Source: an optimization exercise on an open RTL-to-GDS flow (aim: small area, a short achievable clock period and few clock cycles). Production flows keep margins and buffers that such runs may drop. RTL that was checked went through simulation tests only; none was proved equivalent to the original. No functional check of the RTL was part of runs 5 and 6. Power and IR drop assume default switching activity.

==> design.v <==
module raster_core_multirow #(
   parameter int unsigned CORE_ID      = 3,
   parameter int unsigned NUM_ROWS     = 2,
   parameter int unsigned X_MAX        = 400,
   parameter int unsigned BRAM_LATENCY = 2,
   parameter logic [31:0] LAMBDA_ONE   = 32'h0001_0000,
   parameter int unsigned ADDR_W       = 10
) (
   input  logic              clk,
   input  logic              reset,
   input  logic              s_valid,
   input  logic [31:0]       s_data,
   output logic              s_ready,
   output logic              m_valid,
   input  logic              m_ready,
   output logic [15:0]       m_data,
   output logic              m_last,
   output logic              rch_en,
   output logic [ADDR_W-1:0] rch_addr,
   input  logic [31:0]       rch_data,
   output logic              wch_en,
   output logic [ADDR_W-1:0] wch_addr,
   output logic [31:0]       wch_data
);
   localparam int unsigned NPIX     = NUM_ROWS * X_MAX;
   localparam int unsigned ROW_BASE = CORE_ID * NUM_ROWS;
   localparam int unsigned JSH      = 5;             
   localparam int unsigned NW       = 32 + JSH + 1;  
   typedef enum logic [2:0] {
      M_RX,
      M_PREP,
      M_LOAD,
      M_LOAD2,
      M_INIT,
      M_RAST,
      M_DRAIN
   } mstate_t;
   typedef enum logic [1:0] {
      E_IDLE,
      E_CLEAR,
      E_WB
   } estate_t;
   mstate_t           ms_q;
   estate_t           es_q;
   logic [3:0]        wcnt_q;
   logic [2:0]        pc_q;
   logic              f6_q, f7_q, row_q, wbq_q;
   logic [11:0]       id_q;
   logic [31:0]       l0_q, l1_q, dx0_q, dx1_q, r0_q, r1_q;
   logic [15:0]       z_q, dz_q, rz_q;
   logic [8:0]        x_q;
   logic [ADDR_W-1:0] ra_q, need_q;
   logic [31:0]       c0_q, c1_q;
   logic [15:0]       cz_q;
   logic              skb_q;    
   logic              pls_q;    
   logic              fb0_q, fb1_q;  
   logic              lb_q;     
   logic [31:0]       cs_q;     
   logic [31-JSH:0]   dxs_q;    
   logic              v2_q, v3_q;
   logic [15:0]       zp1_q, zp2_q, zp3_q;
   logic [ADDR_W-1:0] a2_q, a3_q;
   logic              m_valid_q, m_last_q;
   logic [12:0]       m_data_q;
   logic              rch_en_q, wch_en_q;
   logic [ADDR_W-1:0] rch_addr_q, wch_addr_q;
   logic [27:0]       wch_data_q;
   assign m_valid  = m_valid_q;
   assign m_data   = {3'(ROW_BASE >> 1), m_data_q};
   assign m_last   = m_last_q;
   assign rch_en   = rch_en_q;
   assign rch_addr = rch_addr_q;
   assign wch_en   = wch_en_q;
   assign wch_addr = wch_addr_q;
   assign wch_data = {4'b0, wch_data_q};
   logic              acc, prep_add, prep_swap, in_rast, in_init, in_load, cs_load;
   logic [31:0]       sum0, sum1;
   logic [15:0]       sumz;
   logic [NW-1:0]     n0, n1;
   logic [15:0]       nz;
   logic [31:0]       ns;
   logic              fit0, fit1, ns_big, skb_d, pls_d;
   logic [31:0]       lsum;
   logic              cov, lbig, seg_skip, at_bnd, jump, to_bnd, x_end;
   logic              step, issue, trans, wb_drop, wb_take;
   logic [ADDR_W-1:0] pix_addr;
   logic              eng_free, s_ready_d, s_ready_q;
   function automatic logic [32:0] add33(input logic [32:0] a, input logic [32:0] b,
                                         input logic ci);
      logic [32:0] p, g, pp, gg, gn, pn;
      p = a ^ b;
      g = a & b;
      g[0] = g[0] | (p[0] & ci);
      pp = p;
      gg = g;
      for (int d = 1; d < 33; d = d * 2) begin
         gn = gg;
         pn = pp;
         for (int i = 0; i < 33; i++) begin
            if ((i / d) % 2 == 1) begin
               gn[i] = gg[i] | (pp[i] & gg[(i / d) * d - 1]);
               pn[i] = pp[i] & pp[(i / d) * d - 1];
            end
         end
         gg = gn;
         pp = pn;
      end
      add33 = p ^ {gg[31:0], ci};
   endfunction
   function automatic logic ns_gt_one(input logic [31:0] cs, input logic [26:0] dx);
      logic [10:0] al, bl;
      logic [15:0] ah, bh;
      logic [10:0] g, p;
      logic        c, zl, zh, eh;
      al = cs[15:5];
      bl = dx[10:0];
      ah = cs[31:16];
      bh = dx[26:11];
      g = al & bl;
      p = al | bl;
      c = 1'b0;
      for (int i = 0; i < 11; i++)
         c = g[i] | (p[i] & c);
      zl = !(al[0] ^ bl[0]);
      for (int i = 1; i < 11; i++)
         zl = zl && ((al[i] ^ bl[i]) == (al[i-1] | bl[i-1]));
      zh = 1'b1;
      eh = (ah[1] ^ bh[1]) == (ah[0] & bh[0]);
      for (int i = 1; i < 16; i++)
         zh = zh && ((ah[i] ^ bh[i]) == (ah[i-1] | bh[i-1]));
      for (int i = 2; i < 16; i++)
         eh = eh && ((ah[i] ^ bh[i]) == (ah[i-1] | bh[i-1]));
      zh = zh && ((ah[0] ^ bh[0]) == c);
      eh = eh && zl && ((ah[0] ^ bh[0]) != (al[10] | bl[10])) && cs[4:0] == '0;
      ns_gt_one = !(zh || eh);
   endfunction
   function automatic logic sum_le_one(input logic [30:0] a, input logic [30:0] b);
      logic [15:0] al, bl, g, p;
      logic [14:0] ah, bh;
      logic        c, zl, az, bz;
      al = a[15:0];
      bl = b[15:0];
      ah = a[30:16];
      bh = b[30:16];
      g = al & bl;
      p = al | bl;
      c = 1'b0;
      for (int i = 0; i < 16; i++)
         c = g[i] | (p[i] & c);
      zl = !(al[0] ^ bl[0]);
      for (int i = 1; i < 16; i++)
         zl = zl && ((al[i] ^ bl[i]) == (al[i-1] | bl[i-1]));
      az = ah[14:1] == '0;
      bz = bh[14:1] == '0;
      sum_le_one = az && bz && (
         (!ah[0] && !bh[0] && !c) ||
         (zl && (al[15] | bl[15]) && !ah[0] && !bh[0]) ||
         (zl && al == '0 && bl == '0 && (ah[0] ^ bh[0])));
   endfunction
   always_comb begin
      acc       = s_valid && s_ready_d;
      prep_add  = ms_q == M_PREP && pc_q != 3'd6 && pc_q != 3'd7;
      prep_swap = ms_q == M_PREP && pc_q == 3'd6;
      in_rast   = ms_q == M_RAST;
      in_init   = ms_q == M_INIT;
      in_load   = ms_q == M_LOAD;
      cs_load   = ms_q == M_LOAD2 || (ms_q == M_PREP && pc_q == 3'd7);
      sum0 = 32'(add33(33'(l0_q), 33'(dx0_q), 1'b0));
      sum1 = 32'(add33(33'(l1_q), 33'(dx1_q), 1'b0));
      sumz = 16'(add33(33'(z_q), 33'(dz_q), 1'b0));
      lsum = l0_q + l1_q;
      lbig = !sum_le_one(l0_q[30:0], l1_q[30:0]);
      cov  = !l0_q[31] && !l1_q[31] && !lbig;
      n0 = {add33({{(JSH+1){c0_q[31]}}, c0_q[31:JSH]}, {dx0_q[31], dx0_q}, 1'b0),
            c0_q[JSH-1:0]};
      n1 = {add33({{(JSH+1){c1_q[31]}}, c1_q[31:JSH]}, {dx1_q[31], dx1_q}, 1'b0),
            c1_q[JSH-1:0]};
      nz = {11'(add33(33'(cz_q[15:JSH]), 33'(dz_q[15-JSH:0]), 1'b0)), cz_q[JSH-1:0]};
      ns = {27'(add33(33'(cs_q[31:JSH]), 33'(dxs_q), 1'b0)), cs_q[JSH-1:0]};
      fit0   = n0[NW-1:31] == '0 || n0[NW-1:31] == '1;
      fit1   = n1[NW-1:31] == '0 || n1[NW-1:31] == '1;
      ns_big = ns_gt_one(cs_q, dxs_q);
      skb_d = (c0_q[31] && fit0 && n0[NW-1]) ||
              (c1_q[31] && fit1 && n1[NW-1]) ||
              (pls_q &&
               fit0 && fit1 && !n0[31] && !n1[31] && ns_big);
      pls_d = !n0[31] && !n1[31] && ns_big;
      seg_skip = (fb0_q && l0_q[31] && c0_q[31]) ||
                 (fb1_q && l1_q[31] && c1_q[31]) ||
                 (fb0_q && fb1_q && lb_q && pls_q);
      at_bnd   = x_q[JSH-1:0] == '0;
      x_end    = x_q >= 9'(X_MAX);
      jump     = in_rast && !x_end && (at_bnd ? skb_q : seg_skip);
      step     = in_rast && !x_end && !jump;
      issue    = step && cov;
      to_bnd   = jump || (step && x_q[JSH-1:0] == '1);
      trans    = in_rast && x_end && !row_q && f7_q;
      pix_addr = row_q ? ADDR_W'(x_q) + ADDR_W'(X_MAX) : ADDR_W'(x_q);
      eng_free = es_q == E_IDLE && !wbq_q;
      wb_drop  = es_q == E_WB && v3_q && m_valid_q && !m_ready;
      wb_take  = es_q == E_WB && v3_q && !wb_drop;
      s_ready_d = s_ready_q;
   end
   logic unused_d;
   assign unused_d = ^{rch_data[31:28], s_data[19:13]};
   mstate_t           ms_n;
   logic [3:0]        wcnt_n;
   logic              wbq_n;
   always_comb begin
      ms_n   = ms_q;
      wcnt_n = wcnt_q;
      case (ms_q)
         M_RX: begin
            if (acc) begin
               wcnt_n = wcnt_q == 4'd9 ? 4'd0 : wcnt_q + 4'd1;
               if (wcnt_q == 4'd9 && (f6_q || f7_q))
                  ms_n = M_PREP;
            end
         end
         M_PREP:  if (pc_q == 3'd7 && eng_free) ms_n = f6_q ? M_INIT : M_RAST;
         M_LOAD:  ms_n = M_LOAD2;    
         M_LOAD2: ms_n = M_INIT;     
         M_INIT:  ms_n = M_RAST;     
         M_RAST:  if (x_end) ms_n = (!row_q && f7_q) ? M_LOAD : M_DRAIN;
         default: if (!rch_en_q && !v2_q) ms_n = M_RX;    
      endcase
      wbq_n = wbq_q;
      if (es_q == E_IDLE && wbq_q)
         wbq_n = 1'b0;
      if (acc && wcnt_q == 4'd0 && s_data[12] && !(es_q == E_IDLE && !wbq_q))
         wbq_n = 1'b1;
   end
   assign s_ready = s_ready_q;
   always_ff @(posedge clk) begin
      if (acc && wcnt_q == 4'd0) begin
         id_q <= s_data[31:20];
         f6_q <= !s_data[12] && s_data[5:0] <= 6'(ROW_BASE) &&
                 s_data[11:6] >= 6'(ROW_BASE);
         f7_q <= !s_data[12] && s_data[5:0] <= 6'(ROW_BASE + 1) &&
                 s_data[11:6] >= 6'(ROW_BASE + 1);
      end
      if (acc && wcnt_q == 4'd1)                 l0_q <= s_data;
      else if (prep_add || step)                  l0_q <= sum0;
      else if (in_load || in_init || jump)                   l0_q <= c0_q;
      if (acc && wcnt_q == 4'd2)                 l1_q <= s_data;
      else if (prep_add || step)                  l1_q <= sum1;
      else if (in_load || in_init || jump)                   l1_q <= c1_q;
      if (acc && wcnt_q == 4'd7)                 z_q  <= s_data[15:0];
      else if (prep_add || step)                  z_q  <= sumz;
      else if (in_load || in_init || jump)                   z_q  <= cz_q;
      if (acc && wcnt_q == 4'd3)                 r0_q <= s_data;
      else if (prep_swap)                         r0_q <= sum0;
      if (acc && wcnt_q == 4'd5)                 r1_q <= s_data;
      else if (prep_swap)                         r1_q <= sum1;
      if (acc && wcnt_q == 4'd8)                 rz_q <= s_data[15:0];
      else if (prep_swap)                         rz_q <= sumz;
      if (acc && wcnt_q == 4'd4)                 dx0_q <= s_data;
      else if (prep_swap)                         dx0_q <= r0_q;
      if (acc && wcnt_q == 4'd6)                 dx1_q <= s_data;
      else if (prep_swap)                         dx1_q <= r1_q;
      if (acc && wcnt_q == 4'd9)                 dz_q  <= s_data[15:0];
      else if (prep_swap)                         dz_q  <= rz_q;
      if (prep_swap) begin
         c0_q <= l0_q;
         c1_q <= l1_q;
         cz_q <= z_q;
      end else if (trans) begin
         c0_q <= r0_q;
         c1_q <= r1_q;
         cz_q <= rz_q;
      end else if (in_init || to_bnd) begin
         c0_q <= n0[31:0];
         c1_q <= n1[31:0];
         cz_q <= nz;
      end
      dxs_q <= (32-JSH)'(add33(33'(dx0_q), 33'(dx1_q), 1'b0));
      if (cs_load)
         cs_q <= lsum;
      else if (in_init || to_bnd)
         cs_q <= ns;
      if (cs_load)
         pls_q <= !l0_q[31] && !l1_q[31] && lbig;
      else if (in_init || to_bnd)
         pls_q <= pls_d;
      if (in_init || to_bnd) begin
         fb0_q <= fit0;
         fb1_q <= fit1;
      end
      if (in_init || in_rast)
         skb_q <= skb_d;
      lb_q <= step && !l0_q[31] && !l1_q[31] && lbig;
      if (ms_q == M_PREP && pc_q == 3'd7 && eng_free) begin
         row_q <= 1'b0;
         x_q   <= f6_q ? 9'd0 : 9'(X_MAX);
      end else if (trans) begin
         row_q <= 1'b1;
         x_q   <= '0;
      end else if (jump) begin
         x_q   <= {x_q[8:JSH] + 4'd1, JSH'(0)};
      end else if (step) begin
         x_q   <= x_q + 9'd1;
      end
      zp1_q <= z_q;
      zp2_q <= zp1_q;
      zp3_q <= zp2_q;
      a2_q  <= rch_addr_q;
      a3_q  <= a2_q;
      rch_addr_q <= es_q != E_WB ? pix_addr : (wb_drop ? need_q : ra_q);
      wch_addr_q <= es_q == E_CLEAR ? ra_q : (es_q == E_WB ? need_q : a3_q);
      wch_data_q <= es_q == E_IDLE ? {id_q, zp3_q} : '0;
      if (wb_take) begin
         m_data_q <= {need_q >= ADDR_W'(X_MAX), rch_data[27:16]};
         m_last_q <= need_q == ADDR_W'(NPIX - 1);
      end
   end
   always_ff @(posedge clk) begin
      if (reset) begin
         ms_q      <= M_RX;
         es_q      <= E_CLEAR;
         wcnt_q    <= '0;
         pc_q      <= '0;
         s_ready_q <= 1'b1;
         wbq_q     <= 1'b0;
         ra_q      <= '0;
         need_q    <= '0;
         v2_q      <= 1'b0;
         v3_q      <= 1'b0;
         m_valid_q <= 1'b0;
         rch_en_q  <= 1'b0;
         wch_en_q  <= 1'b0;
      end else begin
         v2_q     <= rch_en_q && !wb_drop;
         v3_q     <= v2_q && !wb_drop;
         rch_en_q <= issue;
         wch_en_q <= v3_q && es_q == E_IDLE && zp3_q > rch_data[15:0];
         ms_q      <= ms_n;
         wcnt_q    <= wcnt_n;
         wbq_q     <= wbq_n;
         s_ready_q <= ms_n == M_RX && !(wcnt_n == 4'd0 && wbq_n);
         if (ms_q == M_RX)
            pc_q <= '0;
         else if (ms_q == M_PREP && pc_q != 3'd7)
            pc_q <= pc_q + 3'd1;
         if (m_valid_q && m_ready)
            m_valid_q <= 1'b0;
         case (es_q)
            E_CLEAR: begin
               wch_en_q <= 1'b1;
               if (ra_q == ADDR_W'(NPIX - 1)) begin
                  ra_q <= '0;
                  es_q <= E_IDLE;
               end else begin
                  ra_q <= ra_q + ADDR_W'(1);
               end
            end
            E_WB: begin
               if (wb_drop) begin
                  rch_en_q <= 1'b1;
                  ra_q     <= need_q + ADDR_W'(1);
               end else begin
                  if (v3_q) begin
                     m_valid_q <= 1'b1;
                     wch_en_q  <= 1'b1;
                     need_q    <= need_q + ADDR_W'(1);
                     if (need_q == ADDR_W'(NPIX - 1)) begin
                        ra_q   <= '0;
                        need_q <= '0;
                        es_q   <= E_IDLE;
                     end
                  end
                  if (ra_q < ADDR_W'(NPIX)) begin
                     rch_en_q <= 1'b1;
                     ra_q     <= ra_q + ADDR_W'(1);
                  end
               end
            end
            default: begin    
               if (wbq_q)
                  es_q <= E_WB;
            end
         endcase
         if (acc && wcnt_q == 4'd0 && s_data[12] && es_q == E_IDLE && !wbq_q)
            es_q <= E_WB;
      end
   end
endmodule
==> run.sh <==
#!/bin/bash
# synth_recipe.tcl (not shown) runs the flow's synth.tcl, then flattens the netlist and writes it again
# the make line also repeats each setting of config.mk as NAME=value (left out here)
make -C /OpenROAD-flow-scripts/flow DESIGN_CONFIG=/design/flow/config.mk WORK_HOME=/design/flow/orfs CLKGATE_MAP_FILE= SYNTH_SCRIPT=/design/flow/synth_recipe.tcl finish
==> config.mk <==
export PLATFORM = sky130hd
export DESIGN_NAME = raster_core_multirow
export DESIGN_NICKNAME = raster_core_multirow
export VERILOG_FILES = /design/flow/design.v
export SDC_FILE = /design/flow/constraint.sdc
export NUM_CORES = 4
export LEC_CHECK = 0
export CAP_MARGIN = 20
export CORE_MARGIN = 2
export CORE_UTILIZATION = 40
export SETUP_SLACK_MARGIN = 4.5
export SLEW_MARGIN = 20
==> constraint.sdc <==
create_clock -name core_clock -period 8.0 [get_ports {clk}]
set_input_delay 1.6000 -clock core_clock [delete_from_list [all_inputs] [get_ports {clk}]]
set_output_delay 1.6000 -clock core_clock [all_outputs]
set_load 0.01 [all_outputs]
==> results of run 1 <==
## cells in the mapped netlist (all sizes together), types with 24 or more instances
library cell,count,area share [%]
xor2,94,2.4
a31oi,71,1.3
xnor2,135,3.4
nor4,27,0.48
a21oi,242,3.5
clkbuf,130,1.4
inv,204,2.2
ha,302,11
a211oi,34,0.80
o21ai,198,2.9
fa,39,2.2
nand2b,32,0.57
nand3,50,0.72
and2,37,0.66
a21o,55,1.2
o21a,52,1.1
nor2b,37,0.66
nor2,345,3.7
nand2,441,4.8
mux2i,35,1.0
nand4,24,0.43
edfxtp,393,34
mux2,92,3.0
nor3,61,0.90
dfxtp,184,11
## power breakdown
part / internal (mW) / total (mW) / switching (mW)
combinational: 0.355 / 0.798 / 0.444
sequential: 3.28 / 3.35 / 0.0687
clock: 1.68 / 2.95 / 1.26
## metal layers
layer | wire [µm] | vias to the layer above | global-route usage (%)
met3 | 6950 | 158 | 3.41
met4 | 3290 | 2 | 6.93
met1 | 48000 | 13423 | 32.7
met5 | 13 | - | 0
met2 | 49000 | 859 | 38.1
li1 | - | 12996 | -
## flip-flops by register name, indices dropped and copies added (netlist names), 27 cells and up
signal / cells
c0_q: 32
c1_q: 32
cs_q: 32
dx0_q: 32
dx1_q: 32
dxs_q: 27
l0_q: 32
l1_q: 32
r0_q: 32
r1_q: 32
wch_data_q: 28
## worst max-delay path, cell delays in order (launching register included)
cell       delay, ns
edfxtp_1        0.48
inv_2           0.12
ha_4            0.21
a211oi_4        0.28
nand2_2         0.10
or4_4           0.45
o2111ai_4       0.29
o21ai_4         0.10
o31a_1          0.31
a21o_1          0.21
o21a_1          0.22
a221oi_2        0.24
xor2_1          0.29
mux2i_1         0.11
## final cells by class
cell class                 instances  area (µm²)
clock buffer                      94        1920
multi-input combinational       2626       19100
inverter                         205         773
antenna                            1        2.50
tap                             1155        1450
timing repair inverter             1        5.00
fill                            8019       45200
timing repair buffer             277        2550
clock inverter                    24         134
sequential                       577       15500
## worst paths after layout
kind                 startpoint                  to  slack (ns)
max          l1_q[14]$_DFFE_PP_  cs_q[31]$_DFFE_PP_        4.30
min            zp1_q[1]$_DFF_P_    zp2_q[1]$_DFF_P_        0.31
max reg2reg  l1_q[14]$_DFFE_PP_  cs_q[31]$_DFFE_PP_        4.30
min reg2reg    zp1_q[1]$_DFF_P_    zp2_q[1]$_DFF_P_        0.31
## cell usage in the layout, fill, tap and decap left out, drive strengths merged, types with 50 or more instances in the layout
master and instances:
clkdlybuf4s50 129, dfxtp 184, inv 208, nand2 442, edfxtp 393, o21ai 198
o21a 52, nor2 345, buf 148, nand3 50, a21oi 242, nor3 61
clkbuf 94, a31oi 71, xor2 94, xnor2 135, mux2 92, a21o 57
ha 302
## stage by stage
step	power (mW)	hold WS, ns
global placement	4.13	0.310
CTS	7.10	0.318
global route	7.33	0.323
floorplan	3.80	0.310
detailed placement	4.13	0.312
finish	7.09	0.315
## logic make-up after synthesis
family | Yosys count
other | 2
XOR/XNOR | 229
AO/OA/AOI/OAI | 789
buffers and inverters | 358
flip-flops | 577
AND/OR/NAND/NOR | 1129
adder cells (fa/ha/maj) | 342
multiplexers | 127
## repair_timing
item / in CTS / in global routing
resized for setup: 115 / 115
setup buffers: 59 / 54
pin swaps: 62 / 100
setup endpoints to repair: 327 / 300
gates cloned: 3 / 1
==> run summary, run 1 <==
- Status: finished clean
- Number of register bits inferred by synthesis: 577
- Leaving out filler cells and counting taps, the final layout contains 4960.
- In the global route stage, overall resource usage came out at 23.5%.
- For the final routed database, the setup TNS stands at 0 ns.
- Place WS: 3.39 ns
- Average vias per placed instance: 5.53
- Count of nets after finishing: 4164
- Along the worst path, the maximum fanout reaches 3.
- # placed instances: 4724
- Clock sink total: 577
- Kind of start point of the critical path: flop
- Chip width: 299 µm
* Vias: 27438
* Number of enable-type register cells in the synthesized netlist: 393
* Overall routed net length: 107000 µm
* Synthesis-to-layout area growth: 18.9%
- Counting the buffers created by CTS gives 67.
- Post-detailed-route wirelength per cell: between 20 and 25 µm
- Once the floorplan was initialized, standard cells occupied 40.2% of the core.
- Share of final-layout standard cells stronger than drive strength 1: 14.4%
- TritonCTS built the clock tree.
- Cells after synthesis: 3553
- CTS placed an instance of clkbuf_16 at the clock tree root.
- Number of antenna violations at the first check in global routing: 2
* Relative slew slack: 26.8%
- Clock-pin slew was measured on the worst setup and hold paths at 0.06 ns.
* Worst hold-check path type: reg -> reg
- Placement row count: 108
- Final setup violation count: 0
- Hold-fix buffer count after cts: 0
- Dividing total power by cell area gives a power density of 171 nW/µm².
* Required arrival time at the worst endpoint: between 8 and 9 ns
- The worst setup path is captured at a flop.
* XOR/XNOR share of the synthesized area: 5.76%
* Wire length of the first global-routing pass: 161000 µm
- After Yosys synthesis, and, or, nand and nor cells account for about 14% of the synthesized area.
- The pre-antenna-repair detailed-routing pass consisted of 6 iterations.
- Cells fill 47.8% of the core in the end.
* Compound-Gate Fraction of Synth Area: ~14%
- The count of nets left with antenna violations once routing finished came out at 0.
* Die outline area: 89500 µm²
* Grt ovf: 0
- For this block, the initial DRC count from the detailed router was 2436.
- Sequential element share of the synthesized area: 44.4%
- Of the total synthesized cell area, the portion taken by full adders, half adders and majority gates is 13.1%.
* Worst hold stages: 0
- Post-route cell area: about 41000 µm²
- The cell area that synthesis handed to floorplanning was about 35000 µm².
- Maximum Capacitance Violations: 0
- Largest buffer count on any clock path: 3
- H-Tree Depth: 3
* Number of remaining DRC errors: 0
- For this run, the number of Yosys warnings is 1.
* Via count of the first global-routing pass: 26349
* Final hold vios: 0
- The critical path is of the reg -> reg type.
- Across the routed clock network, the largest skew measured is 0.0229 ns.
* Actual slew at the worst max-slew pin: between 1 and 1.5 ns
- Final critical-path setup slack: 4.30 ns
- Data on the critical path arrives at its endpoint at 4.02 ns.
- The number of cells on the worst reg-to-reg path is 13.
- At the end of routability-driven placement, the weighted congestion stood at 0.896.
- Final Slew Violations: 0
* Highest Clock Rate: 270 MHz
- Number of buffers inserted by port buffering: 129
* Mean Syn Cell Area: just under 10 µm²
* Boundary pin count: 141
- Setup repair after global routing could not meet its margin everywhere.
- Standard cell core area: 86600 µm²
- In the synthesized netlist the dominant register cell turns out to be edfxtp_1.
- For the worst-skew pair, the clock arrives at the later sink with an insertion delay of 0.61 ns.
- By area, the combinational part of the netlist is dominated by simple AND/OR/NAND/NOR gates.
* Multiplexer fraction of the synthesized cell area: 3.98%
- Vertical die dimension: 299 µm
- Largest net degree at the start of global routing: 71
* Standby leakage power: 16.5 nW
* Final min period: around 3.7 ns
- The placed instances occupy a cell area of about 37000 µm².
- Fraction of the cycle the final worst path needs: a little under half
- Post-synth ARST share: 0%
- Detailed placement finished with a half-perimeter wire length of 72200 µm.
- Yosys mapped the design onto 93 distinct sky130hd cell types.
* Largest vdd supply drop: 0.000146 V
Testbench counts, summed over its fixed seeds: cycles 89,220.
==> inputs of run 2 (changes only) <==
--- a/config.mk
+++ b/config.mk
@@ -5,8 +5,9 @@
 export SDC_FILE = /design/flow/constraint.sdc
 export NUM_CORES = 4
 export LEC_CHECK = 0
+export ABC_AREA = 1
 export CAP_MARGIN = 20
 export CORE_MARGIN = 2
 export CORE_UTILIZATION = 40
-export SETUP_SLACK_MARGIN = 4.5
+export SETUP_SLACK_MARGIN = 4.0
 export SLEW_MARGIN = 20
==> run summary, run 2 <==
- The flow ran to the end and the layout has no timing, DRC or antenna violations.
* CTS tree: built
* Maximum Capacitance Violations: 0
- PnR Total Power: 11.4 mW
- The tree built by TritonCTS fans out to a little under 600 sinks.
* TNS Setup: 0 ns
- Initial Util: 40.3%
- Setup violations remaining at the end of the flow were counted as 0.
* Die outline area: 89800 µm²
- Antenna diode instance count: 0
- Clock tree synthesis inserted a total of 67 buffers.
- STA puts the critical path data arrival time at slightly above 4 ns.
- Mean Syn Cell Area: 8.63 µm²
- The net count of the finished layout is between 4000 and 5000.
- Ranking of synthesized cells by instance count: nand2_1, inv_1, edfxtp_1, o21ai_0, ha_1
* H-Tree Depth: 3
- For this block, the via count after detailed routing is 28871.
- In the post-synthesis netlist, the cell with the most instances is nand2_1.
- In this run, synthesis inferred 393 flip-flops with an integrated enable.
* Share of final-layout standard cells stronger than drive strength 1: 5.69%
- Detailed-routing iteration count for the pre-antenna-repair pass: 6
* Critical Path Fanout Max: between 60 and 70
- The top cell types in the final layout, fill and taps aside, are nand2_1, inv_1, edfxtp_1, o21ai_0, ha_1.
- Clk Latency, worst-skew pair: 0.62 ns
- Port buffering added 129 buffers.
- Most used DFF post-synth: edfxtp_1
- The mapped netlist covers 35000 µm².
- Pin placement for this block handled 141 I/O pins.
* Post-route clock skew: 0.0198 ns
* Post-detailed-route wirelength per cell: 19.8 µm
- Placer's final routability congestion estimate: 0.890
* Vertical die dimension: approximately 300 µm
- STA puts the critical path data required time at between 8 and 9 ns.
* Kind of end point of the critical path: flop
* Standby leakage power: 17.3 nW
- Count of distinct cell types in the synthesized netlist: 70
- Share of the synthesized area in the top cell type: 33.7%
- The via count of the first global-routing pass is 27406.
- Setup slack on the worst reg-to-reg path comes out at 4.21 ns.
- Actual slew at the worst max-slew pin: 1.11 ns
- Number of remaining DRC errors: 0
* Largest vdd supply drop: roughly 0.00016 V
- The die is about 300 µm wide.
* Average vias per placed instance: 5.37
- Initial DRC Count: 2413
- Post-synthesis cell type with the largest combined area: edfxtp_1
- In this run the deepest clock path goes through 3 buffers.
- Number of register bits inferred by synthesis: 577
- The worst pin sits at a relative slew slack of 25.7%.
* Clock input transition at the sequential cells of the worst setup and hold paths: 0.06 ns
- Leading post-synthesis cells by cell area: edfxtp_1, ha_1, dfxtp_1, nand2_1, inv_1
* Grt ovf: 0
- Cells after synthesis: 4052
- In this run the power density over the cells is 286 nW/µm².
- The worst setup path is launched from a primary input.
* Placement row count: 108
* Number of synthesis warnings: 1
* Most common library cell in the layout ignoring fill and taps: nand2_1
- The first global-routing pass estimated 162000 µm of wire.
- Summed over all nets, the half-perimeter wirelength after detailed placement is about 76000 µm.
- The critical path in this run is classified as in -> reg.
- Root cell of the clock tree: clkbuf_16
- Subtracting the final worst setup slack from the clock period gives 3.83 ns.
- In this run the remaining antenna-violating nets after routing total 0.
* Worst hold-check path type: reg -> reg
* Final hold vios: 0
* Fraction of the cycle the final worst path needs: 47.9%
* Largest net degree at the start of global routing: 82
* Hold-fix buffer count after cts: 0
- Number of filler instances in the final layout: between 8000 and 9000
- Highest Clock Rate: 261 MHz
- Relative to the synthesized area, the layout overhead comes to 13.8%.
* Gr usage total: 23.4%
* Overall routed net length: 107000 µm
- Setup repair after global routing missed its margin: true
* Standard cell core area: around 87000 µm²
* Number of antenna violations at the first check in global routing: 1
- The final number of max-transition violations came to 0.
- Of the synthesized area, sequential elements account for 44.3%.
- Post-synth ARST share: 0%
[run 2: kinds of logic after synthesis]
kind of cell	share of synthesized area, %
simple gates	16.8
fa+ha+maj	13.0
buf+inv	7.28
xor+xnor	4.06
mux	0.0286
other cells	0.0215
compound gates	14.5
flops	44.3
[run 2: area by class of cell]
class / count / area, µm² / area share [%]
Multi-Input combinational cell: 2816 / 17100 / 43.1
Sequential cell: 577 / 15500 / 38.9
Inverter: 537 / 2040 / 5.12
Clock buffer: 90 / 1860 / 4.67
Timing Repair Buffer: 169 / 1650 / 4.14
Tap cell: 1155 / 1450 / 3.63
Clock inverter: 30 / 188 / 0.471
Timing Repair inverter: 1 / 5.00 / 0.0126
[run 2: metal layers]
layer	GRT usage [%]	wire length (µm)	vias to the layer above
li1	-	-	13965
met1	32.3	46700	13655
met2	38.1	48300	1039
met3	2.85	7710	210
met4	8.12	3790	2
met5	0	13	-
[run 2: per-stage QoR]
step	utilization, %	area [µm²]	cells	setup WS (ns)	hold slack (ns)
floorplan	-	35000	4057	4.44	0.310
global placement	43.2	37500	5243	2.83	0.310
detailed placement	43.3	37500	5244	2.82	0.312
CTS	45.6	39600	5365	4.01	0.324
global route	45.9	39800	5375	3.98	0.330
finish	45.9	39800	5375	4.17	0.322
[run 2: worst paths after layout]
| path | cells past startpoint | start | to |
|---|---|---|---|
| worst max register to register | 30 | dx0_q[0]$_DFFE_PP_ | skb_q$_DFFE_PN_ |
| worst max-delay path | 7 | s_valid | dx1_q[31]$_DFFE_PP_ |
| worst min register to register | 0 | zp1_q[5]$_DFF_P_ | zp2_q[5]$_DFF_P_ |
| worst min-delay path | 0 | zp1_q[5]$_DFF_P_ | zp2_q[5]$_DFF_P_ |
[run 2: where the power goes]
group / internal (mW) / switching (mW) / total, mW
Sequential: 3.86 / 0.351 / 4.21
Clock: 1.64 / 1.30 / 2.94
Combinational: 1.54 / 2.69 / 4.22
[run 2: critical path, stage by stage]
cell and delay [ns]:
clkdlybuf4s50_1 0.40, nand2_1 0.22, inv_1 0.14, nand3_2 0.09, buf_4 0.64, nand2_1 0.52, buf_4 0.46
[run 2: timing repair]
item,CTS,global route
gates resized for setup,5,34
pin swaps,0,11
cloned,0,1
endpoints found under the setup margin,103,259
endpoints found under the hold margin,0,0
buffers inserted,1,8
==> inputs of run 3 (changes only) <==
--- a/config.mk
+++ b/config.mk
@@ -5,7 +5,6 @@
 export SDC_FILE = /design/flow/constraint.sdc
 export NUM_CORES = 4
 export LEC_CHECK = 0
-export ABC_AREA = 1
 export CAP_MARGIN = 20
 export CORE_MARGIN = 2
 export CORE_UTILIZATION = 40
==> run summary, run 3 <==
- Placement row count: ~110
- The count of nets left with antenna violations once routing finished came out at 0.
- The clock passes through at most 3 buffers.
- Ranking of synthesized cells by instance count: nand2_1, edfxtp_1, nor2_1, ha_1, a21oi_1
* Most used DFF post-synth: edfxtp_1
* Detailed-routing iteration count for the pre-antenna-repair pass: 6
* CTS tree: built
- Share of the synthesized area in the top cell type: 33.9%
- Measured against its own limit, the worst slew margin works out to 33.6%.
* Kind of end point of the critical path: flop
* Status: finished clean
- After Yosys synthesis, full adders, half adders and majority gates account for 13.1% of the synthesized area.
- Share of final-layout standard cells stronger than drive strength 1: 8.83%
* Most common cell in the netlist: nand2_1
- In this run the power density over the cells is around 180 nW/µm².
- At the pin with the least slew margin, the transition time is about 1 ns.
- In the synthesized netlist the async set-or-reset flop fraction comes to 0%.
- Post-synthesis cell type with the largest combined area: edfxtp_1
* Standard cell core area: approximately 87000 µm²
- Of the available clock period, the critical path in the final layout requires 48.3%.
- Largest vdd supply drop: 0.000154 V
- After the flow finishes, the layout carries non-filler instances totaling 4859.
* Multiplexer fraction of the synthesized cell area: 3.98%
* Gr usage total: 22.7%
- Sequential cells were found to cover 44.4% of the synthesized design area.
- The final number of hold-violating endpoints came to 0.
- Initial DRC Count: between 2000 and 2500
* Kind of critical path: reg -> reg
* H-Tree Depth: 3
- By area the synthesized netlist is led by edfxtp_1, ha_1, dfxtp_1, nand2_1, nor2_1.
- Across the run, the number of max-cap violations was 0.
- TNS Setup: 0 ns
- Once the floorplan was initialized, standard cells occupied 40.2% of the core.
* Worst hold stages: 0
* Wire length of the first global-routing pass: between 150000 and 200000 µm
* Arrival time at the worst endpoint: roughly 4.2 ns
* Longest individual stage delay on the worst path: around 0.69 ns
* Critical path cell sequence: ha_1 -> inv_1 -> fa_1 -> o21bai_1 -> a21oi_1 -> o21bai_1 -> a21oi_1 -> o21bai_1 -> a21oi_1 -> nor2_1 -> o21bai_1 -> a311oi_1 -> nor4b_1 -> o21ai_0 -> a31o_2
- Hold repair after CTS inserted 0 buffers.
* Highest Clock Rate: roughly 260 MHz
* Setup repair after global routing missed its margin: true
- Fill cells in the final layout number 8187.
* Grt ovf: 0
- Largest net degree at the start of global routing: 69
- Synthesis produced a netlist whose cell count is between 3000 and 4000.
- The number of clock buffers added by TritonCTS is 68.
- The path class of the tightest hold or removal check is reg -> reg.
- For this run, the post-layout net count is 4059.
- Number of buffers inserted by port buffering: 129
- Final setup violation count: 0
- Vias: 26635
* Clock input transition at the sequential cells of the worst setup and hold paths: approximately 0.060 ns
- Average vias per placed instance: between 5 and 6
* Cell with the largest stage delay on the worst path: nor4b_1
- Critical Path Fanout Max: 4
* Clk Latency, worst-skew pair: roughly 0.61 ns
* Kind of start point of the critical path: flop
- Post-route clock skew: 0.0184 ns
- Count of distinct cell types in the synthesized netlist: 93
- The floorplan step defined a die boundary enclosing 89500 µm².
* Number of cells on the worst reg-to-reg path: 15
* XOR/XNOR share of the synthesized area: about 5.8%
- The floorplan step set the die width to 299 µm.
- Required arrival time at the worst endpoint: 8.36 ns
- DP Wirelength: 72000 µm
* # placed instances: 4726
- The cell that appears most often on the critical path is o21bai_1.
- Clock sink total: between 500 and 600
- The via count of the first global-routing pass was ~26000.
* Root cell of the clock tree: clkbuf_16
- Number of antenna violations at the first check in global routing: 3
- Number of enable-type register cells in the synthesized netlist: 393
- Most frequent cells in the layout: nand2_1, edfxtp_1, nor2_1, ha_1, a21oi_1
- For this run, the number of Yosys warnings is 1.
* Synthesis-to-layout area growth: 14.6%
- Subtracting the final worst setup slack from the clock period gives approximately 3.9 ns.
* Number of remaining DRC errors: 0
- For this design the top-level I/O count stands at roughly 140.
- Vertical die dimension: 299 µm
- The congestion estimate from routability-driven global placement came to approximately 0.9.
- Overall routed net length: a little over 100000 µm
- Mean Syn Cell Area: ~9.8 µm²
- Summing the areas of all and, or, nand and nor instances in the mapped netlist gives 14.4% of the synthesized area.
- The final number of max-transition violations was 0.
- Synth Cell Area: 34800 µm²
- In the final routed layout, each cell accounts on average for 21.2 µm.
- Standby leakage power: 15.9 nW
- The synthesized netlist devotes between 10% and 20% of its cell area to compound gates.
* Number of register bits inferred by synthesis: 577
* Combinational family with the most area after synthesis: simple AND/OR/NAND/NOR gates
- Most common library cell in the layout ignoring fill and taps: nand2_1
## run 3: area by class of cell
cell class	count	area, µm²	share of cell area, %
clock buffers	92	1950	4.88
multi-input cells	2624	18300	45.8
flip-flops and latches	577	15500	38.8
repair buffers	174	1650	4.13
clock inverters	31	328	0.821
well taps	1155	1450	3.62
diodes	1	2.50	0.00627
inverters	205	769	1.93
## run 3: logic make-up (layout without fill, tap and decap cells)
logic type | after synthesis | count (layout)
other cells | 2 | 8
compound gates | 789 | 790
flops | 577 | 577
buf+inv | 358 | 502
fa+ha+maj | 342 | 342
xor+xnor | 229 | 229
simple gates | 1129 | 1129
mux | 127 | 127
## run 3: repair_timing
item / CTS / global route
setup endpoints to repair: 193 / 87
gates resized for setup: 11 / 22
pin swaps: 1 / 5
gates cloned: 1 / 0
hold endpoints to repair: 0 / 0
setup buffers: 0 / 7
## run 3: layer usage
metal / vias up / GRT usage (%) / wire length, µm
met5: - / 0 / 0
met4: 0 / 7.64 / 3410
met3: 174 / 4.15 / 7600
met2: 897 / 35.9 / 46200
met1: 12771 / 31.2 / 45700
li1: 12793 / - / -
## run 3: per-stage QoR
stage	hold slack [ns]	instance area (µm²)	utilization [%]	setup WS (ns)	total power [mW]
2_1_floorplan	0.310	34900	-	4.17	3.80
3_3_place_gp	0.310	37400	43.1	3.37	4.12
3_5_place_dp	0.312	37400	43.2	3.37	4.13
4_1_cts	0.323	39700	45.9	4.01	7.31
5_1_grt	0.328	39900	46.1	3.91	7.49
6_report	0.323	39900	46.1	4.14	7.26
## run 3: final timing paths
| check | startpoint | to | slack (ns) |
|---|---|---|---|
| max reg2reg | l1_q[0]$_DFFE_PP_ | pls_q$_DFFE_PP_ | 4.14 |
| min | zp2_q[1]$_DFF_P_ | zp3_q[1]$_DFF_P_ | 0.32 |
| min reg2reg | zp2_q[1]$_DFF_P_ | zp3_q[1]$_DFF_P_ | 0.32 |
| max | l1_q[0]$_DFFE_PP_ | pls_q$_DFFE_PP_ | 4.14 |
## run 3: where the power goes
group / leakage [nW] / switching (mW) / total, mW / internal, mW
clock: 1.12 / 1.30 / 3.19 / 1.89
combinational: 9.67 / 0.410 / 0.729 / 0.320
sequential: 5.12 / 0.0695 / 3.35 / 3.28
## run 3: critical path, delay by kind of cell (launching register included)
family                   cells  cell delay, ns
AO/OA/AOI/OAI               10            1.84
adder cells (fa/ha/maj)      2            0.47
buffers and inverters        1            0.07
flip-flops                   1            0.49
AND/OR/NAND/NOR              2            0.75
==> inputs of run 4 (changes only) <==
--- a/config.mk
+++ b/config.mk
@@ -8,5 +8,7 @@
 export CAP_MARGIN = 20
 export CORE_MARGIN = 2
 export CORE_UTILIZATION = 40
+export CTS_BUF_LIST = sky130_fd_sc_hd__clkbuf_8
+export CTS_CLUSTER_SIZE = 40
 export SETUP_SLACK_MARGIN = 4.0
 export SLEW_MARGIN = 20
==> run summary, run 4 <==
- Cells fill 46.1% of the core in the end.
- In this run the power density over the cells is about 180 nW/µm².
- Hold-fix buffer count after cts: 0
* Sequential Power Share: 47.4%
- Max-cap violations in this run came to 0.
- The via count of the first global-routing pass came to 26103.
- The routed layout has 26923 vias.
- TNS Setup: 0 ns
* Post-route ant nets: 0
- In this run the tightest slew margin relative to its limit is 31.1%.
* Standby leakage power: 16.1 nW
- IR analysis of the VDD net gives a maximum drop of 0.000121 V.
- Internal power of the cells: 5.26 mW
- Library cell appearing most often on the critical path: o21bai_1
- Number of remaining DRC errors: 0
- TritonCTS built the clock tree.
* Number of enable-type register cells in the synthesized netlist: between 300 and 400
- For this run, the number of Yosys warnings is 1.
* Area taken by flip-flops and latches: 15500 µm²
* Share of final-layout standard cells stronger than drive strength 1: 9.77%
- Final Slew Violations: 0
* Final hold vios: 0
* Actual slew at the worst max-slew pin: 1.03 ns
- Combinational group share of total power: between 10% and 20%
- STA puts the critical path data arrival time at 4.42 ns.
* Number of cells on the worst reg-to-reg path: 15
* Post-detailed-route wirelength per cell: 20.9 µm
* Number of antenna violations at the first check in global routing: 5
- Critical path cell sequence: ha_1 -> inv_1 -> fa_1 -> o21bai_1 -> a21oi_1 -> o21bai_1 -> a21oi_1 -> o21bai_1 -> a21oi_1 -> nor2_1 -> o21bai_1 -> a311oi_1 -> nor4b_1 -> o21ai_0 -> a31o_2
- The core region is 86600 µm².
- Kind of critical path: reg -> reg
- From left edge to right edge, the die measures 299 µm.
- Counting flops with an async set or reset pin after synthesis yields a share of 0%.
* Most common library cell in the layout ignoring fill and taps: nand2_1
- Initial Util: 40.2%
- Sw power: 1.80 mW
- For this design, the sink count on the clock tree is between 500 and 600.
* Largest buffer count on any clock path: 3
- CP Depth: 15
- By count the netlist is led by nand2_1, edfxtp_1, nor2_1, ha_1, a21oi_1.
- Worst hold-check path type: reg -> reg
- The smallest clock period supported by the final layout is computed as 3.94 ns.
- Setup repair after global routing missed its margin: true
- DP Wirelength: 72000 µm
- Longest individual stage delay on the worst path: roughly 0.75 ns
- Count of distinct cell types in the synthesized netlist: 93
- Synthesis produced a netlist whose cell count is 3553.
- Largest net degree at the start of global routing: 69
* Critical Path Fanout Max: 4
- Share of the synthesized area in the top cell type: 33.9%
- Detailed-routing iteration count for the pre-antenna-repair pass: 5
* Number of register bits inferred by synthesis: 577
- Leading post-synthesis cells by cell area: edfxtp_1, ha_1, dfxtp_1, nand2_1, nor2_1
- Fill cells in the final layout number 8249.
- Clock-pin slew was measured on the worst setup and hold paths at approximately 0.070 ns.
* PnR Total Power: 7.07 mW
- Count of buffering cells on the critical path with inverters included: 1
- Root cell of the clock tree: clkbuf_8
- The worst setup path is launched from a flop.
* Placed instance area: 37400 µm²
- Clk Latency, worst-skew pair: 0.73 ns
- At the worst endpoint, the required time is 8.47 ns.
- Vertical die dimension: 299 µm
- CTS built an H-tree with a depth of 3.
- After global routing the overflow that remains totals 0.
- The mapped netlist covers 34800 µm².
- The flow ran to the end and the layout has no timing, DRC or antenna violations.
* Boundary pin count: 141
* Most frequent cells in the layout: nand2_1, edfxtp_1, nor2_1, ha_1, inv_1
- Share of power burned in the clock network: 42.3%
- The finished cells cover 39900 µm².
* Most common cell in the netlist: nand2_1
- The area growth from synthesis to layout is 14.5%.
- Most used DFF post-synth: edfxtp_1
- At the end of the flow, the number of nets in the layout was 4098.
- For this block, the initial DRC count from the detailed router was 2143.
- Average vias per placed instance: ~5.5
* Final setup violation count: 0
* Wire length of the first global-routing pass: 156000 µm
* Post-synthesis cell type with the largest combined area: edfxtp_1
- In this run the mean area of a mapped cell was between 9 and 10 µm².
* Area of the multi-input gates: 18300 µm²
- Cell with the largest stage delay on the worst path: nor4b_1
* Die outline area: 89500 µm²
- The routed design has 103000 µm of wire.
- Sequential cells were found to cover 44.4% of the synthesized design area.
- Net switching is about a quarter of the power.
- In the finished design, the share of the clock period the worst path needs comes to 49.3%.
- Gr usage total: 22.7%
* Kind of end point of the critical path: flop
- For this run, the top clock speed supported by timing is 254 MHz.
* Number of buffers inserted during clock tree synthesis: 104
- During placement, the flow inserted port buffers numbering 129.
- Post-route clock skew: 0.0409 ns
- Placement row count: 108
- In this design, the largest share of critical-path delay is due to compound AO/OA/AOI/OAI gates.
* Placer's final routability congestion estimate: around 0.90
* Worst hold stages: 0
run 4: cell counts after synthesis:
No cell type changed its count.
run 4: power by group through the flow:
stage	Combinational (mW)	Clock [mW]	Sequential (mW)
2_1_floorplan	0.392	0	3.41
3_3_place_gp	0.712	0	3.41
3_5_place_dp	0.718	0	3.41
4_1_cts	0.724	3.04	3.35
5_1_grt	0.796	3.17	3.36
6_report	0.726	2.99	3.35
run 4: routing by layer:
metal	GRT usage (%)	share of wire, %
met1	31.0	44
met2	35.7	45
met3	4.93	8.0
met4	7.92	3.3
met5	0	0
run 4: kinds of logic (layout without fill, tap and decap cells):
| family | Yosys count | in the layout | share of synthesized area, % |
|---|---|---|---|
| muxes | 127 | 127 | 3.98 |
| DFF | 577 | 577 | 44.4 |
| xor gates and xnor gates | 229 | 229 | 5.76 |
| adders and majority gates | 342 | 342 | 13.1 |
| AOI/OAI and AO/OA | 789 | 790 | 14.3 |
| and+or+nand+nor | 1129 | 1129 | 14.4 |
| other | 2 | 9 | 0.0216 |
| buffers and inverters | 358 | 576 | 3.96 |
run 4: path summary, 6_finish.rpt:
kind / start / end / slack, ns
hold / removal: a2_q[5]$_DFF_P_ / a3_q[5]$_DFF_P_ / 0.31
setup / recovery: l1_q[0]$_DFFE_PP_ / pls_q$_DFFE_PP_ / 4.06
setup reg to reg: l1_q[0]$_DFFE_PP_ / pls_q$_DFFE_PP_ / 4.06
hold reg to reg: a2_q[5]$_DFF_P_ / a3_q[5]$_DFF_P_ / 0.31
run 4: final cells by class:
| cell class | instances | area share, % |
|---|---|---|
| Antenna cell | 2 | 0.0125 |
| Sequential cell | 577 | 38.8 |
| Multi-Input combinational cell | 2624 | 45.9 |
| Clock inverter | 78 | 1.58 |
| Clock buffer | 116 | 4.00 |
| Timing Repair Buffer | 177 | 4.19 |
| Inverter | 205 | 1.93 |
| Tap cell | 1155 | 3.62 |
run 4: stage by stage:
stage          hold WS, ns  setup slack, ns  instances
6_report             0.315             4.06       4934
5_1_grt              0.320             3.93       4933
4_1_cts              0.306             4.03       4921
3_5_place_dp         0.312             3.37       4726
3_3_place_gp         0.310             3.37       4725
2_1_floorplan        0.310             4.17       3558
run 4: what timing repair did:
action | CTS | global route
gates resized for setup | 12 | 19
cloned | 1 | 0
buffers inserted | 0 | 10
pin swaps | 1 | 7
setup endpoints to repair | 190 | 94
==> inputs of run 5 (changes only) <==
--- a/design.v
+++ b/design.v
@@ -80,7 +80,7 @@
    logic [NW-1:0]     n0, n1;
    logic [15:0]       nz;
    logic [31:0]       ns;
-   logic              fit0, fit1, ns_big, skb_d, pls_d;
+   logic              fit0, fit1, neg0, neg1, sg0, sg1, ns_big, skb_d, pls_d;
    logic [31:0]       lsum;
    logic              cov, lbig, seg_skip, at_bnd, jump, to_bnd, x_end;
    logic              step, issue, trans, wb_drop, wb_take;
@@ -158,6 +158,32 @@
          (zl && (al[15] | bl[15]) && !ah[0] && !bh[0]) ||
          (zl && al == '0 && bl == '0 && (ah[0] ^ bh[0])));
    endfunction
+   function automatic logic [2:0] blk_step(input logic [31:0] c, input logic [31:0] dx);
+      logic [25:0] a, b, g, p, gn, pn;
+      logic [6:0]  t0, t1, st;
+      logic        cy;
+      a = c[30:5];
+      b = dx[25:0];
+      g = a & b;
+      p = a ^ b;
+      for (int d = 1; d < 26; d = d * 2) begin
+         gn = g;
+         pn = p;
+         for (int i = 0; i < 26; i++) begin
+            if ((i / d) % 2 == 1) begin
+               gn[i] = g[i] | (p[i] & g[(i / d) * d - 1]);
+               pn[i] = p[i] & p[(i / d) * d - 1];
+            end
+         end
+         g = gn;
+         p = pn;
+      end
+      cy = g[25];
+      t0 = {dx[31], dx[31:26]} - {6'b0, c[31]};
+      t1 = t0 + 7'd1;
+      st = cy ? t1 : t0;
+      blk_step = {st == '0 || st == '1, st[6], st[0]};
+   endfunction
    always_comb begin
       acc       = s_valid && s_ready_d;
       prep_add  = ms_q == M_PREP && pc_q != 3'd6 && pc_q != 3'd7;
@@ -178,14 +204,14 @@
             c1_q[JSH-1:0]};
       nz = {11'(add33(33'(cz_q[15:JSH]), 33'(dz_q[15-JSH:0]), 1'b0)), cz_q[JSH-1:0]};
       ns = {27'(add33(33'(cs_q[31:JSH]), 33'(dxs_q), 1'b0)), cs_q[JSH-1:0]};
-      fit0   = n0[NW-1:31] == '0 || n0[NW-1:31] == '1;
-      fit1   = n1[NW-1:31] == '0 || n1[NW-1:31] == '1;
+      {fit0, neg0, sg0} = blk_step(c0_q, dx0_q);
+      {fit1, neg1, sg1} = blk_step(c1_q, dx1_q);
       ns_big = ns_gt_one(cs_q, dxs_q);
-      skb_d = (c0_q[31] && fit0 && n0[NW-1]) ||
-              (c1_q[31] && fit1 && n1[NW-1]) ||
+      skb_d = (c0_q[31] && fit0 && neg0) ||
+              (c1_q[31] && fit1 && neg1) ||
               (pls_q &&
-               fit0 && fit1 && !n0[31] && !n1[31] && ns_big);
-      pls_d = !n0[31] && !n1[31] && ns_big;
+               fit0 && fit1 && !sg0 && !sg1 && ns_big);
+      pls_d = !sg0 && !sg1 && ns_big;
       seg_skip = (fb0_q && l0_q[31] && c0_q[31]) ||
                  (fb1_q && l1_q[31] && c1_q[31]) ||
                  (fb0_q && fb1_q && lb_q && pls_q);
--- a/config.mk
+++ b/config.mk
@@ -8,7 +8,5 @@
 export CAP_MARGIN = 20
 export CORE_MARGIN = 2
 export CORE_UTILIZATION = 40
-export CTS_BUF_LIST = sky130_fd_sc_hd__clkbuf_8
-export CTS_CLUSTER_SIZE = 40
 export SETUP_SLACK_MARGIN = 4.0
 export SLEW_MARGIN = 20
==> run summary, run 5 <==
- Ranking of synthesized cells by instance count: edfxtp_1, nand2_1, ha_1, nor2_1, a21oi_1
- Root cell of the clock tree: clkbuf_16
* Average vias per placed instance: 5.50
* Post-route cell area: 39600 µm²
* Placement row count: between 100 and 150
- CTS tree: built
- The via count of the first global-routing pass is 25427.
- Maximum Capacitance Violations: 0
- VDD sags by at most 0.000160 V.
- Dividing total power by cell area gives a power density of 181 nW/µm².
- Power comes to about 7 mW.
* Relative slew slack: 26.2%
* Post-route clock skew: 0.0296 ns
* Critical Path Fanout Max: 5
* Synth Cell Area: 34700 µm²
* Number of register bits inferred by synthesis: a little under 600
- Actual slew at the worst max-slew pin: 1.10 ns
- In this run the tool buffered the top-level ports with roughly 130 buffer cells.
- The final critical path takes up roughly 51% of the cycle.
- Prior to clock tree synthesis, the placed netlist has a worst setup slack of 3.48 ns.
* Number of synthesis warnings: 1
- The worst setup path is of the reg -> reg kind.
* Worst hold-check path type: reg -> reg
* Vertical die dimension: 299 µm
- Of all cell types, the one taking the most synthesized area is edfxtp_1.
- Yosys mapped a number of flops with a built-in enable equal to 393.
- Share of final-layout standard cells stronger than drive strength 1: 8.38%
- After layout, the worst setup slack is a little under 4 ns.
- H-Tree Depth: 3
- In the final routed layout, each cell accounts on average for approximately 21 µm.
- Number of cells on the worst reg-to-reg path: 15
- The core region is 86300 µm².
- Final min period: 4.08 ns
* Status: finished clean
* Mean Syn Cell Area: 10.0 µm²
* Placed instance area: 37200 µm²
- In the final timing run, aggregate negative setup slack is 0 ns.
- The area growth from synthesis to layout is 14.0%.
* Final Slew Violations: 0
- Required arrival time at the worst endpoint: approximately 8.4 ns
* Placer's final routability congestion estimate: 0.902
* Arrival time at the worst endpoint: 4.45 ns
- Counting instances, the worst hold path has a depth of 0.
* Detailed-routing iteration count for the pre-antenna-repair pass: 5
- Clk Latency, worst-skew pair: 0.62 ns
* Sequential element share of the synthesized area: between 40 and 50%
- Wire length of the first global-routing pass: around 150000 µm
- DP Wirelength: 70800 µm
* Final hold vios: 0
- Number of buffers inserted during clock tree synthesis: 67
* Most common library cell in the layout ignoring fill and taps: edfxtp_1
- For this run, design rule violations remaining after detail routing come to 0.
- Setup violations remaining at the end of the flow were counted as 0.
- Number of antenna violations at the first check in global routing: 4
- Clock sink total: 577
- Chip width: ~300 µm
- Clock input transition at the sequential cells of the worst setup and hold paths: approximately 0.060 ns
- Most used DFF post-synth: edfxtp_1
* Gr usage total: 22.6%
- Largest net degree at the start of global routing: between 60 and 70
- 141 I/O pins were placed.
* Most common cell in the netlist: edfxtp_1
- Counting along the longest clock path gives a buffer depth of 3.
- Post-synth ARST share: 0%
* Kind of start point of the critical path: flop
* Worst hold margin: 0.323 ns
* Setup repair after global routing missed its margin: true
- Leading post-synthesis cells by cell area: edfxtp_1, ha_1, dfxtp_1, nand2_1, xnor2_1
- Initial Util: between 40 and 50%
- The floorplan step defined a die boundary enclosing 89200 µm².
- For this run the aggregate overflow at the end of global routing stands at 0.
- Count of nets after finishing: 3957
* Most frequent cells in the layout: edfxtp_1, nand2_1, ha_1, nor2_1, a21oi_1
* Initial DRC Count: 2341
- Wires add up to 102000 µm.
- Vias: 26197
- Share of the synthesized area in the top cell type: about a third
- The cell count after synthesis came out at 3467.
- Post-route ant nets: 0
* Count of distinct cell types in the synthesized netlist: 87
- Hold-fix buffer count after cts: 0
- Highest Clock Rate: roughly 240 MHz
- Summed over all cells, the static leakage comes to 15.6 nW.
* Kind of end point of the critical path: flop
run 5: cell count changes in the layout (fill, tap and decap cells not counted), moves of 12 or more:
cell       delta
a21o_1       +12
clkbuf_1     +14
mux2i_1      +37
o31ai_1      +13
clkbuf_8    -105
o21ai_1      -37
clkbuf_16    +75
a31oi_1      -38
o21ai_0      +56
inv_1        -46
nand2_1      -50
nor2_1       -71
run 5: final timing paths:
kind	startpoint	end	slack, ns
worst min register to register	zp2_q[4]$_DFF_P_	zp3_q[4]$_DFF_P_	0.32
worst max-delay path	l0_q[0]$_DFFE_PP_	l0_q[31]$_DFFE_PP_	3.92
worst min-delay path	zp2_q[4]$_DFF_P_	zp3_q[4]$_DFF_P_	0.32
worst max register to register	l0_q[0]$_DFFE_PP_	l0_q[31]$_DFFE_PP_	3.92
run 5: cells by family after synthesis:
kind of cell,share of synthesized area [%]
DFF,44.6
buffers and inverters,3.90
xor gates and xnor gates,5.80
muxes,5.16
and+or+nand+nor,13.5
other,0.0216
AOI/OAI and AO/OA,14.1
adders and majority gates,12.9
run 5: routing by layer:
metal / routed length (µm) / GRT usage [%] / vias to the layer above
met3: 7930 / 4.67 / 154
met5: 12 / 0 / -
met4: 2940 / 6.74 / 2
met2: 45400 / 35.5 / 899
li1: - / - / 12530
met1: 45600 / 31.4 / 12612
run 5: worst max-delay path, cell delays in order (launching register included):
cell and delay (ns):
edfxtp_1 0.50, ha_1 0.20, inv_1 0.05, fa_1 0.39
nor2b_1 0.17, o31a_1 0.23, o21ai_1 0.14, o21ai_0 0.25
buf_4 0.23, o211a_1 0.27, o21ai_1 0.17, o211ai_1 0.36
a31oi_1 0.17, xnor2_1 0.23, a21oi_1 0.20, a31o_2 0.28
run 5: metrics by stage:
stage	utilization, %	instances
after floorplan	-	3472
after global placement	43.1	4634
after detailed placement	43.1	4634
after CTS	45.7	4755
after global routing	45.8	4760
final	45.8	4763
run 5: where the power goes:
part	switching, mW	internal (mW)
combinational	0.413	0.309
sequential	0.0747	3.27
clock	1.27	1.83
run 5: area by class of cell:
| type | count | area (µm²) |
|---|---|---|
| Sequential cell | 577 | 15500 |
| Inverter | 194 | 728 |
| Antenna cell | 3 | 7.51 |
| Clock inverter | 20 | 134 |
| Timing Repair Buffer | 170 | 1600 |
| Clock buffer | 100 | 2080 |
| Fill cell | 8130 | 46800 |
| Tap cell | 1155 | 1450 |
| Multi-Input combinational cell | 2544 | 18100 |
run 5: repair_timing:
action,in CTS,in global routing
resized for setup,4,17
buffers inserted,1,5
pin swaps,0,2
endpoints found under the setup margin,65,75
==> inputs of run 6 (changes only) <==
--- a/design.v
+++ b/design.v
@@ -43,11 +43,15 @@
    mstate_t           ms_q;
    estate_t           es_q;
    logic [3:0]        wcnt_q;
-   logic [2:0]        pc_q;
+   logic              sw_q;     
+   logic              swp_q;    
+   logic [2:0]        a0_q, a1_q;   
+   logic [1:0]        az_q;     
    logic              f6_q, f7_q, row_q, wbq_q;
    logic [11:0]       id_q;
    logic [31:0]       l0_q, l1_q, dx0_q, dx1_q, r0_q, r1_q;
-   logic [15:0]       z_q, dz_q, rz_q;
+   logic [15:0]       z_q, rz_q;
+   logic [16:0]       dz_q;     
    logic [8:0]        x_q;
    logic [ADDR_W-1:0] ra_q, need_q;
    logic [31:0]       c0_q, c1_q;
@@ -186,15 +190,14 @@
    endfunction
    always_comb begin
       acc       = s_valid && s_ready_d;
-      prep_add  = ms_q == M_PREP && pc_q != 3'd6 && pc_q != 3'd7;
-      prep_swap = ms_q == M_PREP && pc_q == 3'd6;
+      prep_swap = swp_q;
       in_rast   = ms_q == M_RAST;
       in_init   = ms_q == M_INIT;
       in_load   = ms_q == M_LOAD;
-      cs_load   = ms_q == M_LOAD2 || (ms_q == M_PREP && pc_q == 3'd7);
+      cs_load   = ms_q == M_LOAD2 || prep_swap;
       sum0 = 32'(add33(33'(l0_q), 33'(dx0_q), 1'b0));
       sum1 = 32'(add33(33'(l1_q), 33'(dx1_q), 1'b0));
-      sumz = 16'(add33(33'(z_q), 33'(dz_q), 1'b0));
+      sumz = 16'(add33(33'(z_q), 33'(prep_swap ? dz_q[16:1] : dz_q[15:0]), 1'b0));
       lsum = l0_q + l1_q;
       lbig = !sum_le_one(l0_q[30:0], l1_q[30:0]);
       cov  = !l0_q[31] && !l1_q[31] && !lbig;
@@ -244,7 +247,7 @@
                   ms_n = M_PREP;
             end
          end
-         M_PREP:  if (pc_q == 3'd7 && eng_free) ms_n = f6_q ? M_INIT : M_RAST;
+         M_PREP:  if (sw_q && eng_free) ms_n = f6_q ? M_INIT : M_RAST;
          M_LOAD:  ms_n = M_LOAD2;    
          M_LOAD2: ms_n = M_INIT;     
          M_INIT:  ms_n = M_RAST;     
@@ -267,13 +270,13 @@
                  s_data[11:6] >= 6'(ROW_BASE + 1);
       end
       if (acc && wcnt_q == 4'd1)                 l0_q <= s_data;
-      else if (prep_add || step)                  l0_q <= sum0;
+      else if (a0_q != '0 || step)               l0_q <= sum0;
       else if (in_load || in_init || jump)                   l0_q <= c0_q;
       if (acc && wcnt_q == 4'd2)                 l1_q <= s_data;
-      else if (prep_add || step)                  l1_q <= sum1;
+      else if (a1_q != '0 || step)               l1_q <= sum1;
       else if (in_load || in_init || jump)                   l1_q <= c1_q;
       if (acc && wcnt_q == 4'd7)                 z_q  <= s_data[15:0];
-      else if (prep_add || step)                  z_q  <= sumz;
+      else if (az_q != '0 || step)               z_q  <= sumz;
       else if (in_load || in_init || jump)                   z_q  <= cz_q;
       if (acc && wcnt_q == 4'd3)                 r0_q <= s_data;
       else if (prep_swap)                         r0_q <= sum0;
@@ -285,8 +288,8 @@
       else if (prep_swap)                         dx0_q <= r0_q;
       if (acc && wcnt_q == 4'd6)                 dx1_q <= s_data;
       else if (prep_swap)                         dx1_q <= r1_q;
-      if (acc && wcnt_q == 4'd9)                 dz_q  <= s_data[15:0];
-      else if (prep_swap)                         dz_q  <= rz_q;
+      if (acc && wcnt_q == 4'd9)                 dz_q  <= {s_data[15:0], 1'b0};
+      else if (prep_swap)                         dz_q  <= {1'b0, rz_q};
       if (prep_swap) begin
          c0_q <= l0_q;
          c1_q <= l1_q;
@@ -316,7 +319,7 @@
       if (in_init || in_rast)
          skb_q <= skb_d;
       lb_q <= step && !l0_q[31] && !l1_q[31] && lbig;
-      if (ms_q == M_PREP && pc_q == 3'd7 && eng_free) begin
+      if (ms_q == M_PREP && sw_q && eng_free) begin
          row_q <= 1'b0;
          x_q   <= f6_q ? 9'd0 : 9'(X_MAX);
       end else if (trans) begin
@@ -345,7 +348,11 @@
          ms_q      <= M_RX;
          es_q      <= E_CLEAR;
          wcnt_q    <= '0;
-         pc_q      <= '0;
+         sw_q      <= 1'b0;
+         swp_q     <= 1'b0;
+         a0_q      <= '0;
+         a1_q      <= '0;
+         az_q      <= '0;
          s_ready_q <= 1'b1;
          wbq_q     <= 1'b0;
          ra_q      <= '0;
@@ -364,10 +371,22 @@
          wcnt_q    <= wcnt_n;
          wbq_q     <= wbq_n;
          s_ready_q <= ms_n == M_RX && !(wcnt_n == 4'd0 && wbq_n);
-         if (ms_q == M_RX)
-            pc_q <= '0;
-         else if (ms_q == M_PREP && pc_q != 3'd7)
-            pc_q <= pc_q + 3'd1;
+         sw_q <= ms_q == M_PREP && (sw_q || prep_swap);
+         swp_q <= ms_n == M_PREP && !(ms_q == M_PREP && (sw_q || prep_swap)) &&
+                  a0_q <= 3'd1 && a1_q <= 3'd1 && az_q <= 2'd1 &&
+                  !(acc && (wcnt_q == 4'd4 || wcnt_q == 4'd6 || wcnt_q == 4'd9));
+         if (acc && wcnt_q == 4'd4)
+            a0_q <= 3'd6;
+         else if (a0_q != '0)
+            a0_q <= a0_q - 3'd1;
+         if (acc && wcnt_q == 4'd6)
+            a1_q <= 3'd6;
+         else if (a1_q != '0)
+            a1_q <= a1_q - 3'd1;
+         if (acc && wcnt_q == 4'd9)
+            az_q <= 2'd3;
+         else if (az_q != '0)
+            az_q <= az_q - 2'd1;
          if (m_valid_q && m_ready)
             m_valid_q <= 1'b0;
          case (es_q)
==> run summary, run 6 <==
- At the end of routability-driven placement, the weighted congestion stood at 0.874.
- For the worst setup path, the data required time is 8.37 ns.
* Count of nets after finishing: 4118
- H-Tree Depth: 3
- Counting along the longest clock path gives a buffer depth of 3.
* Die outline area: 91300 µm²
- For this run, the number of standard cells in the final layout without fillers is 4930.
- Initial DRC Count: 2336
- In this run, placement finished with an instance count of 4781.
- Max-cap violations in this run came to 0.
- Once the floorplan was initialized, standard cells occupied 40.3% of the core.
* Met3 track utilization from global routing: 3.76%
- In this run the vertical extent of the chip is 302 µm.
- Share of final-layout standard cells stronger than drive strength 1: 9.38%
* Clock sink total: slightly below 600
* Post-route cell area: 40700 µm²
- In this run the tool buffered the top-level ports with about 130 buffer cells.
- Hold-fix buffer count after cts: 0
- Of all flip-flops after synthesis, the portion carrying an async set or reset was 0%.
* Most frequent cells in the layout: nand2_1, edfxtp_1, ha_1, nor2_1, a21oi_1
* CTS tree: built
- Final setup violation count: 0
- Standard cell core area: 88200 µm²
- Largest net degree at the start of global routing: 76
- Number of remaining DRC errors: 0
- Relative to the synthesized area, the layout overhead comes to 14.5%.
* Final hold vios: 0
- After synthesis, the share of cell area in mux cells is 4.78%.
- TNS Setup: 0 ns
- Antenna diode instance count: 0
- Clock-pin slew was measured on the worst setup and hold paths at 0.06 ns.
- The die is between 300 and 400 µm wide.
- Ranking of synthesized cells by instance count: nand2_1, edfxtp_1, ha_1, nor2_1, a21oi_1
- The synthesized netlist devotes between 10% and 20% of its cell area to adder and majority cells.
* XOR/XNOR share of the synthesized area: under 10%
* Final critical-path setup slack: about 4.1 ns
- Root cell of the clock tree: clkbuf_16
* Number of register bits inferred by synthesis: 585
- The via count of the first global-routing pass was 26216.
- Status: finished clean
- OpenSTA, run right after detailed placement, puts the worst setup slack at 3.22 ns.
* Most common library cell in the layout ignoring fill and taps: nand2_1
* Worst hold-check path type: reg -> reg
- After filler insertion, the fill cell instance count of the layout stands at 8279.
- GR Util met1: 30.9%
- Summing the sequential cell areas from Yosys gives 44.0% of the chip area.
- Mean Syn Cell Area: 9.86 µm²
- Fraction of the cycle the final worst path needs: 48.8%
- Combinational family with the most area after synthesis: compound AO/OA/AOI/OAI gates
[run 6: changes by cell type after synthesis, sizes merged, moves of 10 or more]
cell / previous run / this run
a31oi: 32 / 48
buf: 33 / 21
clkbuf: 124 / 144
inv: 193 / 213
mux2i: 72 / 54
nand2: 388 / 456
nor3: 59 / 49
o211ai: 6 / 17
o21a: 59 / 44
xnor2: 145 / 155
[run 6: final cells by class]
class,instances,area share [%]
clock buffer,87,4.68
clock inverter,36,0.884
inverter,214,1.98
multi-input combinational,2649,45.9
sequential,585,38.4
tap,1165,3.58
timing repair buffer,194,4.60
[run 6: cell families after synthesis]
group | after synthesis
DFF | 585
and+or+nand+nor | 1088
xor gates and xnor gates | 248
muxes | 157
adders and majority gates | 339
other | 2
buffers and inverters | 379
AOI/OAI and AO/OA | 810
[run 6: final timing paths]
check | start | end | slack (ns)
setup / recovery | l0_q[3]$_DFFE_PP_ | cs_q[31]$_DFFE_PP_ | 4.10
hold / removal | zp1_q[15]$_DFF_P_ | zp2_q[15]$_DFF_P_ | 0.33
setup reg to reg | l0_q[3]$_DFFE_PP_ | cs_q[31]$_DFFE_PP_ | 4.10
hold reg to reg | zp1_q[15]$_DFF_P_ | zp2_q[15]$_DFF_P_ | 0.33
[run 6: routing by layer]
| layer | wire length [µm] | vias to the layer above | part of all wire, % |
|---|---|---|---|
| li1 | - | 13035 | - |
| met3 | 7910 | 131 | 7.6 |
| met5 | 0 | - | 0 |
| met2 | 46300 | 900 | 45 |
| met4 | 3150 | 0 | 3.0 |
| met1 | 46400 | 13133 | 45 |
[run 6: per-stage QoR]
stage | total power, mW | utilization, %
2_1_floorplan | 6.23 | -
3_3_place_gp | 7.17 | 43.1
3_5_place_dp | 7.21 | 43.1
4_1_cts | 10.4 | 45.8
5_1_grt | 11.0 | 46.2
6_report | 10.5 | 46.2
[run 6: worst max-delay path, stage by stage (launching register included)]
cell	delay, ns
edfxtp_1	0.57
inv_1	0.09
ha_1	0.39
o21ai_0	0.17
o2111a_1	0.30
nor4_1	0.48
nor4_2	0.11
buf_4	0.16
nor3b_1	0.40
a221o_1	0.26
and4_4	0.24
a2111oi_4	0.05
a21oi_1	0.17
xnor2_1	0.15
mux2i_1	0.09
[run 6: where the power goes]
part           switching, mW  total (mW)  internal (mW)
clock network           1.36        3.20           1.84
registers              0.382        4.14           3.76
logic                   1.79        3.11           1.32
total                   3.53        10.5           6.92
[run 6: timing repair]
| action | in CTS | in global routing |
|---|---|---|
| buffers inserted | 2 | 22 |
| pin swaps | 0 | 12 |
| cloned | 0 | 2 |
| setup endpoints to repair | 191 | 116 |
| resized for setup | 17 | 21 |

## separate check: timing with driven ports
The results above use ideal ports. As a check the final layouts listed here were re-extracted and re-timed, cells and wires unchanged.
Step 1: set_driving_cell puts a clkbuf_16 on clk and a buf_2 on each other input, an assumption about the parent block.
Step 2, shift: input delay + t, output delay - t, t = (earliest + latest rising clock arrival at the registers) / 2. This alone moves slack from input paths to output paths.
Slacks: no drivers / after step 1 / after step 2; pairs: no drivers / after step 1.
run	shift t [ns]	setup WS [ns]
run 1	0.667	4.300 / 4.300 / 3.902
run 2	0.670	4.166 / 4.207 / 3.537
run 3	0.673	4.138 / 4.138 / 3.524
run 4	0.781	4.058 / 4.058 / 3.541
run 5	0.674	3.918 / 3.918 / 3.460
run 6	0.694	4.096 / 4.096 / 3.667
After both steps setup and hold are still met in every run listed.
